Background: an optimization exercise with open tools, aiming at a short achievable clock period and few clock cycles. Do not read the settings as production practice.
Only simulation tests tie the RTL to the original design; equivalence was not proved.
The flow treats the clock pin as an ideal source, which a real chip does not have.
Power figures rest on the tool's default switching activity, not on a simulated workload.

`design.v`:
```
package msi_ordering_pkg;
  localparam int NUM_VECTORS = 32;
  localparam int VEC_W       = 5;
  localparam int DATA_W      = 32;
  localparam int AXI_ADDR_W  = 36;
  localparam int AXI_ID_W    = 4;
  typedef logic [VEC_W-1:0]      vec_t;
  typedef logic [DATA_W-1:0]     msi_data_t;
  typedef logic [DATA_W/8-1:0]   byte_en_t;
  typedef logic [AXI_ADDR_W-1:0] axi_addr_t;
  typedef logic [7:0]            pend_cnt_t;
  typedef struct packed {
    vec_t      vec;
    msi_data_t data;
    byte_en_t  byte_en;
  } msi_req_t;
  typedef struct packed {
    vec_t      vec;
    msi_data_t data;
  } gic_msg_t;
  typedef struct packed {
    logic [AXI_ID_W-1:0] id;
    axi_addr_t           addr;
    logic [7:0]          len;
    logic [2:0]          prot;
  } aw_beat_t;
  typedef struct packed {
    logic [AXI_ID_W-1:0] id;
    logic [1:0]          resp;
  } b_beat_t;
endpackage
`timescale 1ns/1ps
module sync_fifo #(
  parameter int DEPTH = 16
 ,parameter int WIDTH = 8
) (
  input  logic             clk
 ,input  logic             rst
 ,input  logic             push
 ,input  logic             pop
 ,input  logic [WIDTH-1:0] wr_data
 ,output logic [WIDTH-1:0] head
 ,output logic [WIDTH-1:0] second
 ,output logic [$clog2(DEPTH+1)-1:0] count
 ,output logic [$clog2(DEPTH+1)-1:0] count_next
 ,output logic             nonempty
 ,output logic             one
 ,output logic             full
);
  localparam int CNT_W = $clog2(DEPTH + 1);
  logic [WIDTH-1:0] mem [DEPTH];
  assign head   = mem[0];
  assign second = mem[1];
  always_comb begin
    count_next = count;
    if (push & ~pop) begin
      count_next = count + CNT_W'(1);
    end else if (pop & ~push) begin
      count_next = count - CNT_W'(1);
    end
  end
  always_ff @(posedge clk) begin
    if (rst) begin
      count    <= '0;
      nonempty <= 1'b0;
      one      <= 1'b0;
      full     <= 1'b0;
    end else begin
      count    <= count_next;
      nonempty <= (count_next != '0);
      one      <= (count_next == CNT_W'(1));
      full     <= (count_next == CNT_W'(DEPTH));
    end
  end
  always_ff @(posedge clk) begin
    for (int i = 0; i < DEPTH; i++) begin
      if (push & (pop ? (count == CNT_W'(i + 1)) : (count == CNT_W'(i)))) begin
        mem[i] <= wr_data;
      end else if (pop & (i < DEPTH - 1) & (count > CNT_W'(i + 1))) begin
        mem[i] <= mem[(i < DEPTH - 1) ? i + 1 : i];
      end
    end
  end
endmodule
`timescale 1ns/1ps
module wrt_xnor2 (input logic a, input logic b, output logic y);
  assign y = ~(a ^ b);
endmodule
module wrt_nor2 (input logic a, input logic b, output logic y);
  assign y = ~(a | b);
endmodule
module wrt_nand2 (input logic a, input logic b, output logic y);
  assign y = ~(a & b);
endmodule
module wrt_a21boi (input logic a1, input logic a2, input logic b1_n, output logic y);
  assign y = ~(a1 & a2) & b1_n;
endmodule
module write_response_tracker (
  input  logic [30:0] addr_hi
 ,input  logic [30:0] base_hi
 ,input  logic [4:0]  addr_lo
 ,output logic [4:0]  out_addr_lo
);
  logic [31:0] eq1;    
  logic [15:0] ne2;    
  logic [7:0]  eq4;    
  logic [3:0]  ne8;    
  for (genvar i = 0; i < 31; i++) begin : g_x
    wrt_xnor2 u (.a(addr_hi[i]), .b(base_hi[i]), .y(eq1[i]));
  end
  assign eq1[31] = 1'b1;
  for (genvar i = 0; i < 16; i++) begin : g_n2
    wrt_nand2 u (.a(eq1[2*i]), .b(eq1[2*i+1]), .y(ne2[i]));
  end
  for (genvar i = 0; i < 8; i++) begin : g_e4
    wrt_nor2 u (.a(ne2[2*i]), .b(ne2[2*i+1]), .y(eq4[i]));
  end
  for (genvar i = 0; i < 4; i++) begin : g_n8
    wrt_nand2 u (.a(eq4[2*i]), .b(eq4[2*i+1]), .y(ne8[i]));
  end
  for (genvar j = 0; j < 5; j++) begin : g_out
    logic eq16_a;
    logic eq16_b;
    wrt_nor2 u_a (.a(ne8[0]), .b(ne8[1]), .y(eq16_a));
    wrt_nor2 u_b (.a(ne8[2]), .b(ne8[3]), .y(eq16_b));
    wrt_a21boi u (.a1(eq16_a), .a2(eq16_b), .b1_n(addr_lo[j]), .y(out_addr_lo[j]));
  end
endmodule
`timescale 1ns/1ps
module msi_ordering_bridge (
  input  logic        clk
 ,input  logic        rst
 ,input  logic        msi_valid
 ,input  logic [4:0]  msi_vec
 ,input  logic [31:0] msi_data
 ,input  logic [3:0]  msi_be
 ,output logic        msi_ready
 ,output logic        gic_valid
 ,output logic [4:0]  gic_vec
 ,output logic [31:0] gic_data
 ,input  logic        gic_ready
 ,output logic        flush_valid
 ,output logic [35:0] flush_addr
 ,input  logic        flush_ready
 ,input  logic        in_aw_valid
 ,input  logic [3:0]  in_aw_id
 ,input  logic [35:0] in_aw_addr
 ,input  logic [7:0]  in_aw_len
 ,input  logic [2:0]  in_aw_prot
 ,output logic        in_aw_ready
 ,output logic        out_aw_valid
 ,output logic [3:0]  out_aw_id
 ,output logic [35:0] out_aw_addr
 ,output logic [7:0]  out_aw_len
 ,output logic [2:0]  out_aw_prot
 ,input  logic        out_aw_ready
 ,input  logic        out_b_valid
 ,input  logic [3:0]  out_b_id
 ,input  logic [1:0]  out_b_resp
 ,output logic        out_b_ready
 ,output logic        in_b_valid
 ,output logic [3:0]  in_b_id
 ,output logic [1:0]  in_b_resp
 ,input  logic        in_b_ready
 ,input  logic [35:0] csr_flush_base
);
  localparam int FD    = 2;
  localparam int OD    = 48;
  localparam int TD    = 32;
  localparam int FBMAX = 32;
  localparam int FC_W = $clog2(FD + 1);
  localparam int OC_W = $clog2(OD + 1);
  localparam int TC_W = $clog2(TD + 1);
  localparam int DC_W = $clog2(FBMAX + 1);
  logic        msi_ready_q;
  logic        msi_acc;
  logic [31:0] masked;
  logic [31:0] tbl [32];
  assign msi_ready = msi_ready_q;
  assign msi_acc   = msi_valid & msi_ready_q;
  always_comb begin
    for (int i = 0; i < 4; i++) begin
      masked[8*i +: 8] = msi_be[i] ? msi_data[8*i +: 8] : 8'h00;
    end
  end
  always_ff @(posedge clk) begin
    for (int v = 0; v < 32; v++) begin
      if (msi_acc & (msi_vec == 5'(v))) begin
        tbl[v] <= masked;
      end
    end
  end
  logic [30:0]     fq_head;
  logic [30:0]     fq_second;
  logic [FC_W-1:0] fq_cnt;
  logic [FC_W-1:0] fq_cnt_next;
  logic            fq_nonempty;
  logic            fq_one;
  logic            fq_full;
  logic            flush_pop;
  assign flush_valid = fq_nonempty;
  assign flush_addr  = {fq_head, 5'b0};
  assign flush_pop   = fq_nonempty & flush_ready;
  sync_fifo #(
    .DEPTH (FD)
   ,.WIDTH (31)
  ) flush_fifo_i (
    .clk        (clk)
   ,.rst        (rst)
   ,.push       (msi_acc)
   ,.pop        (flush_pop)
   ,.wr_data    (csr_flush_base[35:5])
   ,.head       (fq_head)
   ,.second     (fq_second)
   ,.count      (fq_cnt)
   ,.count_next (fq_cnt_next)
   ,.nonempty   (fq_nonempty)
   ,.one        (fq_one)
   ,.full       (fq_full)
  );
  logic [4:0]      oq_head;
  logic [4:0]      oq_second;
  logic [OC_W-1:0] oq_cnt;
  logic [OC_W-1:0] oq_cnt_next;
  logic            oq_nonempty;
  logic            oq_one;
  logic            oq_full;
  logic            gic_valid_q;
  logic            gic_pop;
  assign gic_valid = gic_valid_q;
  assign gic_vec   = oq_head;
  assign gic_pop   = gic_valid_q & gic_ready;
  sync_fifo #(
    .DEPTH (OD)
   ,.WIDTH (5)
  ) order_fifo_i (
    .clk        (clk)
   ,.rst        (rst)
   ,.push       (msi_acc)
   ,.pop        (gic_pop)
   ,.wr_data    (msi_vec)
   ,.head       (oq_head)
   ,.second     (oq_second)
   ,.count      (oq_cnt)
   ,.count_next (oq_cnt_next)
   ,.nonempty   (oq_nonempty)
   ,.one        (oq_one)
   ,.full       (oq_full)
  );
  logic            aw_block;
  logic            aw_fire;
  logic            b_fire;
  logic            fbk_fire;
  logic [7:0]      aw_idx;
  logic [7:0]      b_idx;
  logic [4:0]      out_aw_addr_lo;
  write_response_tracker strip_i (
    .addr_hi     (in_aw_addr[35:5])
   ,.base_hi     (csr_flush_base[35:5])
   ,.addr_lo     (in_aw_addr[4:0])
   ,.out_addr_lo (out_aw_addr_lo)
  );
  assign out_aw_valid = in_aw_valid & ~aw_block;
  assign in_aw_ready  = out_aw_ready & ~aw_block;
  assign out_aw_id    = in_aw_id;
  assign out_aw_len   = in_aw_len;
  assign out_aw_prot  = in_aw_prot;
  assign out_aw_addr  = {in_aw_addr[35:5], out_aw_addr_lo};
  assign in_b_valid  = out_b_valid;
  assign in_b_id     = out_b_id;
  assign in_b_resp   = out_b_resp;
  assign out_b_ready = in_b_ready;
  assign aw_fire  = in_aw_valid & out_aw_ready & ~aw_block;
  assign b_fire   = out_b_valid & in_b_ready;
  logic        aw_fire_q;
  logic [30:0] aw_addr_q;
  logic [30:0] aw_base_q;
  logic [7:0]  aw_tag_q;
  always_ff @(posedge clk) begin
    if (rst) begin
      aw_fire_q <= 1'b0;
    end else begin
      aw_fire_q <= aw_fire;
    end
    aw_addr_q <= in_aw_addr[35:5];
    aw_base_q <= csr_flush_base[35:5];
    aw_tag_q  <= aw_idx;
  end
  assign fbk_fire = aw_fire_q & (aw_addr_q == aw_base_q);
  logic [7:0]      tq_head;
  logic [7:0]      tq_second;
  logic [TC_W-1:0] tq_cnt;
  logic [TC_W-1:0] tq_cnt_next;
  logic            tq_nonempty;
  logic            tq_one;
  logic            tq_full;
  logic            tq_pop;
  logic            fbk_now;
  logic            tq_push;
  assign tq_pop  = b_fire & tq_nonempty & (tq_head == b_idx);
  assign fbk_now = b_fire & ~tq_nonempty & fbk_fire & (aw_tag_q == b_idx);
  assign tq_push = fbk_fire & ~fbk_now;
  sync_fifo #(
    .DEPTH (TD)
   ,.WIDTH (8)
  ) tag_fifo_i (
    .clk        (clk)
   ,.rst        (rst)
   ,.push       (tq_push)
   ,.pop        (tq_pop)
   ,.wr_data    (aw_tag_q)
   ,.head       (tq_head)
   ,.second     (tq_second)
   ,.count      (tq_cnt)
   ,.count_next (tq_cnt_next)
   ,.nonempty   (tq_nonempty)
   ,.one        (tq_one)
   ,.full       (tq_full)
  );
  logic [DC_W-1:0] done_cnt;
  logic [DC_W-1:0] done_next;
  logic [DC_W-1:0] fb_cnt;
  logic [DC_W-1:0] fb_cnt_next;
  always_comb begin
    fb_cnt_next = fb_cnt;
    if (fbk_fire & ~gic_pop) begin
      fb_cnt_next = fb_cnt + DC_W'(1);
    end else if (gic_pop & ~fbk_fire) begin
      fb_cnt_next = fb_cnt - DC_W'(1);
    end
  end
  always_comb begin
    done_next = done_cnt;
    if ((tq_pop | fbk_now) & ~gic_pop) begin
      done_next = done_cnt + DC_W'(1);
    end else if (gic_pop & ~(tq_pop | fbk_now)) begin
      done_next = done_cnt - DC_W'(1);
    end
  end
  logic [31:0] gic_data_q;
  logic [4:0]  next_vec;
  logic        next_new;
  logic [31:0] next_data;
  assign gic_data = gic_data_q;
  assign next_vec  = gic_pop ? oq_second : oq_head;
  assign next_new  = gic_pop ? oq_one : ~oq_nonempty;
  assign next_data = (next_new | (msi_acc & (msi_vec == next_vec))) ? masked : tbl[next_vec];
  always_ff @(posedge clk) begin
    if (rst) begin
      msi_ready_q <= 1'b1;
      gic_valid_q <= 1'b0;
      gic_data_q  <= '0;
      aw_block    <= 1'b0;
      aw_idx      <= '0;
      b_idx       <= '0;
      done_cnt    <= '0;
      fb_cnt      <= '0;
    end else begin
      msi_ready_q <= (fq_cnt_next != FC_W'(FD)) & (oq_cnt_next != OC_W'(OD));
      gic_valid_q <= (oq_cnt_next != '0) & (done_next != '0);
      gic_data_q  <= next_data;
      fb_cnt      <= fb_cnt_next;
      aw_block    <= fb_cnt_next >= DC_W'(FBMAX - 2);
      if (aw_fire) begin
        aw_idx <= aw_idx + 8'd1;
      end
      if (b_fire) begin
        b_idx <= b_idx + 8'd1;
      end
      done_cnt <= done_next;
    end
  end
endmodule
```
`flow/run.sh`:
```
#!/bin/bash
set -euo pipefail
export PLACE_PINS_ARGS="-min_distance 1 -min_distance_in_tracks"
R=orfs/results/${FLOW_PLATFORM}/msi_ordering_bridge/base
bash standard.sh cts > standard_to_cts.log 2>&1
cp "$R/4_cts.odb" "$R/4_cts_standard.odb"
ODB_IN="$R/4_cts_standard.odb" ODB_OUT="$R/4_cts.odb" \
  openroad -no_init -exit flow/resize_ports.tcl > resize_ports.log 2>&1
bash standard.sh > standard_finish.log 2>&1
```
`flow/resize_ports.tcl`:
```
# Upsize the port buffers on the flushback comparator path (address and base inputs, the
# five stripped address outputs), then legalize the placement again.
read_db $::env(ODB_IN)
set blk [ord::get_db_block]
set db [ord::get_db]
set buf8 [$db findMaster sky130_fd_sc_hd__buf_8]
set buf4 [$db findMaster sky130_fd_sc_hd__buf_4]
set n 0
foreach bt [$blk getBTerms] {
  set name [$bt getName]
  set target ""
  if {[regexp {^(in_aw_addr|csr_flush_base)\[([0-9]+)\]$} $name -> base idx] && $idx >= 5} { set target $buf8 }
  if {[regexp {^out_aw_addr\[([0-9]+)\]$} $name -> idx] && $idx < 5} { set target $buf4 }
  if {$target eq ""} { continue }
  set net [$bt getNet]
  foreach it [$net getITerms] {
    set inst [$it getInst]
    set m [[$inst getMaster] getName]
    # only port buffers, and only upsized
    if {[regexp {^sky130_fd_sc_hd__(buf|clkbuf|clkdlybuf4s[0-9]+)_([0-9]+)$} $m -> kind size]} {
      regexp {_([0-9]+)$} [$target getName] -> tsize
      if {$kind ne "buf" || $size < $tsize} {
        puts "resize [$inst getName] ($name) $m -> [$target getName]"
        $inst swapMaster $target
        incr n
      }
    }
  }
}
puts "resized $n port buffers"
detailed_placement
check_placement -verbose
write_db $::env(ODB_OUT)
```
`standard.sh`:
```
#!/bin/bash
# synth_recipe.tcl (not shown) runs the flow's synth.tcl, then flattens the netlist and writes it again
# the make line also repeats each setting of config.mk as NAME=value (left out here)
make -C /OpenROAD-flow-scripts/flow DESIGN_CONFIG=/design/flow/config.mk WORK_HOME=/design/flow/orfs CLKGATE_MAP_FILE= SYNTH_SCRIPT=/design/flow/synth_recipe.tcl "${@:-finish}"
```
`config.mk`:
```
export PLATFORM = sky130hd
export DESIGN_NAME = msi_ordering_bridge
export DESIGN_NICKNAME = msi_ordering_bridge
export VERILOG_FILES = /design/flow/design.v
export SDC_FILE = /design/flow/constraint.sdc
export NUM_CORES = 4
export LEC_CHECK = 0
export CAP_MARGIN = 20
export CORE_MARGIN = 2
export CORE_UTILIZATION = 55
export SETUP_SLACK_MARGIN = 4.0
export SLEW_MARGIN = 20
export SYNTH_HIERARCHICAL = 1
```
`constraint.sdc`:
```
create_clock -name core_clock -period 7.0 [get_ports {clk}]
set_input_delay 1.4000 -clock core_clock [delete_from_list [all_inputs] [get_ports {clk}]]
set_output_delay 1.4000 -clock core_clock [all_outputs]
set_load 0.01 [all_outputs]
```
==> impl_metrics.yaml, run 1 <==
sta:
  maxSlewViolCount: 0
  setup_violations: 0
  hold_viol: 0
  slew_headroom: 0.2914
  worst_slack_ns: 3.226
  tightest_slew_ns: 1.061
  period_needed_ns: 3.774
  fmax_mhz: 265.0
  fin_tns_setup_ns: 0
  period_share: 0.5391
  fin_skew_ns: 0.02706
  rsz0062_at_grt: "true"
routing:
  drtIter0Drc: 5766
  finalWirelength_um: 222800
  ant_nets: 0
  drt-wirelength-per-cell_um: 34.09
  via_count: 43260
  first_pass_iters: 7
  drc: 0
  via_per_inst: 6.619
global_routing:
  grt-ovfl-total: 0
  grt_max_degree: 55
  grt_pass1_wl_um: 308600
  grt_usage: 0.3359
  grt_pass1_vias: 41330
  antenna_found_initial: 6
power:
  p_per_area_mw_per_mm2: 309.1
  finalPower_w: 0.02657
  p_leak_nw: 29.80
  ir_drop_mv: 0.2547
min_path:
  hp-class: "flop to flop"
  hold_end: "aw_tag_q[7]$_DFF_P_"
  hp-start: "aw_idx[7]$_SDFFE_PP0P_"
  min_delay_path_depth: 0
clock_tree:
  numCtsBuffers: 174
  clockBufferDepth: 3
  clk_pin_slew_ns: 0.06
  root_buffer: "clkbuf_16"
  cts.sinks: 1734
  clk_latency_ns: 0.80
  ctsHoldBuffers: 0
  cts_tree: "built"
  htreeDepth: 4
logic_synthesis:
  syn_area_per_cell_um2: 16.22
  netlist_instances: 4300
  yosys_warnings: 14
  netlist_area_mm2: 0.06973
setup_path:
  r2r_setup_slack_ns: 3.90
  reg2reg_from: "aw_addr_q[22]$_DFF_P_"
  crit_fanout: 5
  crit_required_ns: 5.60
  r2r-end: "tag_fifo_i.mem[23][2]$_DFFE_PP_"
  critical_path_class: "primary input to output port"
  cp-start-kind: "primary input"
  arrival_ns: 2.37
  end_kind: "output port"
  ff2ff_path_depth: 13
outcome:
  status: "finished clean"
place:
  dp_cells: 5954
  dpl_cell_area_mm2: 0.07568
  gp_congestion: 0.8286
  pre_cts_ws_ns: 1.270
  dpl.hpwl_um: 111100
  port_buffers: 227
floorplanning:
  start_util: 0.5546
  fp.coreArea_mm2: 0.1257
  num_rows: 130
  dieArea_mm2: 0.1296
  die_x_um: 360.1
  io-pin-count: 280
  fp.dieH_um: 360.1
cells_and_area:
  stdcell_count: 6535
  num-fill-cells: 8432
  nets: 4892
  area_delta_synth_final_pct: 23.26
  stdcell_area_mm2: 0.08594
  drive_above_1_share: 0.3548
job:
  max_cap_violations: 0
[critical path: stages]
cell and delay, ns:
buf_8 0.10, xnor2_2 0.14, nand2_1 0.10, nor2_4 0.16
nand2_4 0.13, nor2_4 0.13, a21boi_2 0.06, buf_4 0.14
[routing by layer]
layer | global-route usage | part of all wire | vias up
li1 | - | - | 17920
met5 | 0 | 0.00018 | -
met2 | 0.5324 | 0.46 | 2567
met4 | 0.1560 | 0.056 | 6
met3 | 0.07690 | 0.11 | 657
met1 | 0.4430 | 0.37 | 22100
[power breakdown]
part,internal [W],total (W),switching (W),leakage [nW]
registers,0.0117,0.0119,0.000212,15.7
clock network,0.00521,0.00922,0.00401,2.77
logic,0.00203,0.00546,0.00343,11.3
[how the worst max path moves through the flow]
stage	startpoint	endpoint	slack [ns]
after detailed placement	gic_ready	gic_data_q[6]$_SDFF_PP0_	1.27
after global routing	in_aw_addr[9]	out_aw_addr[0]	3.18
after global placement	gic_ready	gic_data_q[14]$_SDFF_PP0_	1.26
final	in_aw_addr[18]	out_aw_addr[4]	3.23
after floorplan	msi_vec[2]	tbl[29][0]$_DFFE_PP_	3.45
after CTS	in_aw_addr[30]	out_aw_addr[4]	3.23
[state kept, by name, summed over array words and instances (netlist names), 31 cells and up]
name / flops
tbl: 1024
flush_fifo_i.mem: 62
aw_base_q: 31
aw_addr_q: 31
order_fifo_i.mem: 240
tag_fifo_i.mem: 256
gic_data_q: 32
[cell usage in the layout, fill, tap and decap left out, types with 75 or more instances in the layout]
| cell | n |
|---|---|
| clkbuf_16 | 180 |
| buf_4 | 199 |
| dfxtp_1 | 135 |
| mux2_2 | 278 |
| a22o_1 | 130 |
| nor2_1 | 78 |
| edfxtp_1 | 1582 |
| mux2_4 | 242 |
| buf_12 | 75 |
| nand2_1 | 164 |
| nand4_1 | 94 |
| a22oi_1 | 176 |
| a221oi_1 | 75 |
[repair_timing]
action                     4_1_cts  5_1_grt
hold endpoints to repair         0        0
resized for setup              877      133
setup endpoints to repair     2026      787
buffers inserted               151       52
cloned                          36       11
pin swaps                      136       53
[area by class of cell]
type / count / area, µm² / share of cell area
Sequential cell: 1734 / 50580 / 0.5885
Clock inverter: 102 / 994.7 / 0.01157
Tap cell: 1650 / 2064 / 0.02402
Antenna cell: 4 / 10.01 / 0.0001165
Multi-Input combinational cell: 2255 / 21240 / 0.2471
Timing Repair Buffer: 537 / 6216 / 0.07232
Timing Repair inverter: 3 / 26.28 / 0.0003057
Inverter: 27 / 163.9 / 0.001907
Clock buffer: 223 / 4648 / 0.05408
[metrics by stage]
stage          utilization  hold slack (ns)
2_1_floorplan            -           0.3489
3_3_place_gp        0.6015           0.3537
3_5_place_dp        0.6019           0.3572
4_1_cts             0.6705           0.3562
5_1_grt             0.6835           0.3659
6_report            0.6836           0.3559
Testbench counts, summed over its fixed seeds: cycles 9,422.
==> run 2, diff against run 1 <==
--- a/flow/resize_ports.tcl
+++ b/flow/resize_ports.tcl
@@ -1,4 +1,5 @@
 # Upsize the port buffers on the flushback comparator path (address and base inputs, the
-# five stripped address outputs), then legalize the placement again.
+# five stripped address outputs), give the comparator's per-output nor gates drive 2 so they
+# load the shared nand stage less, then legalize the placement again.
 read_db $::env(ODB_IN)
 set blk [ord::get_db_block]
@@ -29,4 +30,16 @@
 }
 puts "resized $n port buffers"
+set nor2 [$db findMaster sky130_fd_sc_hd__nor2_2]
+set k 0
+foreach net [$blk getNets] {
+  if {![string match "strip_i.g_out*eq16_*" [$net getName]]} { continue }
+  foreach it [$net getITerms] {
+    if {[$it isOutputSignal] && [string match "sky130_fd_sc_hd__nor2_*" [[[$it getInst] getMaster] getName]]} {
+      [$it getInst] swapMaster $nor2
+      incr k
+    }
+  }
+}
+puts "resized $k comparator nor gates"
 detailed_placement
 check_placement -verbose
==> run 2 against run 1 <==
- still clean on timing, DRC and antenna
- non-clock buffer count stayed put
- count of clock-buffer cells in the layout is the same
- utilization about the same
- combinational power about the same
- cell area is essentially flat
- sequential cell count did not move
- routed wire length about the same
- clock skew up 0.0018 ns
- sequential power about the same
- sequential share of layout area barely moved
- clock power about the same
- critical path type unchanged
==> impl_metrics.yaml, run 2 <==
routing:
  via_per_inst: 6.644
  finalWirelength_um: 222700
  first_pass_iters: 6
  drt-wirelength-per-cell_um: 34.05
  via_count: 43450
  ant_nets: 0
  drc: 0
  drtIter0Drc: 5633
sta:
  hold_viol: 0
  slew_headroom: 0.2886
  maxSlewViolCount: 0
  rsz0062_at_grt: "true"
  period_share: 0.5399
  fin_tns_setup_ns: 0
  fmax_mhz: 264.6
  fin_skew_ns: 0.02887
  tightest_slew_ns: 1.065
  setup_violations: 0
  period_needed_ns: 3.780
  worst_slack_ns: 3.220
clock_tree:
  cts_tree: "built"
  ctsHoldBuffers: 0
  clk_latency_ns: 0.79
  clockBufferDepth: 3
  numCtsBuffers: 174
  root_buffer: "clkbuf_16"
  cts.sinks: 1734
  htreeDepth: 4
  clk_pin_slew_ns: 0.06
setup_path:
  path_buf_inv: 2
  path_cells: "buf_8 -> xnor2_2 -> nand2_1 -> nor2_2 -> nand2_4 -> nor2_4 -> a21boi_2 -> buf_4"
  end_kind: "output port"
  slowest_delay_ns: 0.16
  ff2ff_path_depth: 13
  r2r-end: "tag_fifo_i.mem[23][2]$_DFFE_PP_"
  arrival_ns: 2.38
  slowest_stage: "xnor2_2"
  critical_path_class: "primary input to output port"
  startpoint: "in_aw_addr[8]"
  crit_family: "simple AND/OR/NAND/NOR gates"
  reg2reg_from: "aw_base_q[5]$_DFF_P_"
  r2r_setup_slack_ns: 3.89
  crit_fanout: 5
  crit_required_ns: 5.60
  cp-start-kind: "primary input"
floorplanning:
  fp.dieH_um: 360.1
  start_util: 0.5546
  num_rows: 130
  fp.coreArea_mm2: 0.1257
  die_x_um: 360.1
  io-pin-count: 280
  dieArea_mm2: 0.1296
power:
  seqPwrFrac: 0.447
  p_sw_w: 0.007654
  comb_power_share: 0.206
  switching_share: 0.2881
  power_frac_clock: 0.347
  ir_drop_mv: 0.2523
  p_per_area_mw_per_mm2: 309.1
  p_leak_nw: 29.81
  power.internal_w: 0.01891
job:
  max_cap_violations: 0
logic_synthesis:
  netlist_area_mm2: 0.06973
  syn_area_per_cell_um2: 16.22
  yosys_warnings: 14
  netlist_instances: 4300
min_path:
  hp-class: "flop to flop"
  min_delay_path_depth: 0
  hp-start: "aw_idx[7]$_SDFFE_PP0P_"
  hold_end: "aw_tag_q[7]$_DFF_P_"
cells_and_area:
  num-fill-cells: 8423
  drive_above_1_share: 0.3551
  largest_register_ffs: 1024
  reg_top3: "tbl (1024), tag_fifo_i.mem (256), order_fifo_i.mem (240)"
  nets: 4892
  final_cell_mix: "edfxtp_1, mux2_2, mux2_4"
  area_delta_synth_final_pct: 23.25
  top_register: "tbl"
  layout_commonest_cell: "edfxtp_1"
global_routing:
  grt-ovfl-total: 0
  antenna_found_initial: 6
  grt_usage: 0.3359
  grt_pass1_vias: 41330
  grt_max_degree: 55
  grt_pass1_wl_um: 308600
outcome:
  status: "finished clean"
place:
  gp_congestion: 0.8286
  dpl.hpwl_um: 111100
  port_buffers: 227
  pre_cts_ws_ns: 1.270
run 2: worst max-delay path by stage:
stage / endpoint / slack (ns) / cells past startpoint
finish: out_aw_addr[4] / 3.22 / 8
global route: out_aw_addr[4] / 3.17 / 8
CTS: out_aw_addr[4] / 3.23 / 8
detailed placement: gic_data_q[6]$_SDFF_PP0_ / 1.27 / 10
global placement: gic_data_q[14]$_SDFF_PP0_ / 1.26 / 10
floorplan: tbl[29][0]$_DFFE_PP_ / 3.45 / 3
run 2: cell type report:
cell class	instances	area (µm²)	area share
clock buffer	223	4648	0.05409
timing repair inverter	3	26.28	0.0003057
tap	1650	2064	0.02402
inverter	27	163.9	0.001907
sequential	1734	50580	0.5886
multi-input combinational	2255	21220	0.2469
timing repair buffer	537	6218	0.07236
clock inverter	102	994.7	0.01157
antenna	8	20.02	0.0002329
run 2: metrics by stage:
step,utilization,hold WS [ns],area [µm²],std cells,power (W)
2_1_floorplan,-,0.3489,72510,4304,0.01468
3_3_place_gp,0.6015,0.3537,75630,5952,0.01633
3_5_place_dp,0.6019,0.3572,75680,5954,0.01635
4_1_cts,0.6705,0.3562,84300,6466,0.02611
5_1_grt,0.6834,0.3659,85920,6531,0.02723
6_report,0.6835,0.3560,85940,6539,0.02657
run 2: power by group through the flow:
stage | logic, W | registers [W] | clock network [W]
2_1_floorplan | 0.00258 | 0.0121 | 0
3_3_place_gp | 0.00422 | 0.0121 | 0
3_5_place_dp | 0.00423 | 0.0121 | 0
4_1_cts | 0.00492 | 0.0119 | 0.00931
5_1_grt | 0.00560 | 0.0119 | 0.00972
6_report | 0.00546 | 0.0119 | 0.00922
run 2: routing by layer:
metal | GRT usage | wire length, µm
met2 | 0.5326 | 103000
met5 | 0 | 32
met3 | 0.07690 | 24240
met4 | 0.1558 | 13000
met1 | 0.4429 | 82400
run 2: timing repair:
action | CTS | global route
pin swaps | 136 | 51
endpoints found under the setup margin | 2026 | 787
setup buffers | 151 | 52
resized for setup | 877 | 134
gates cloned | 36 | 11

[afterwards: timing with drivers on the ports]
The results above use ideal ports. As a check the final layouts listed here were re-extracted and re-timed, cells and wires unchanged.
Step 1 sets driving cells, clkbuf_16 on the clock port and buf_2 on the other inputs (assumed; they add their load-dependent delay and slew).
Step 2 adds t to the input delays and takes it off the output delays; t is the mean of the earliest and latest rising clock arrival at the registers after step 1. Input paths then give back, and output paths get back, about the clock's delay inside the block.
a / b / c = ideal ports / drivers / drivers and shift; a / b = the first two.
run | t (ns) | slack for setup (ns) | latest minus earliest clock arrival (ns) | worst slew at a driven data input, ns
run 1 | 0.862 | 3.226 / 3.179 / 3.055 | 0.037 / 0.036 | 0.11
run 2 | 0.861 | 3.220 / 3.180 / 3.031 | 0.039 / 0.040 | 0.11
After both steps setup and hold are still met in every run listed. The setup slack of run 2, which loses most, moves by -0.040 ns with the drivers and by -0.189 ns with both steps.
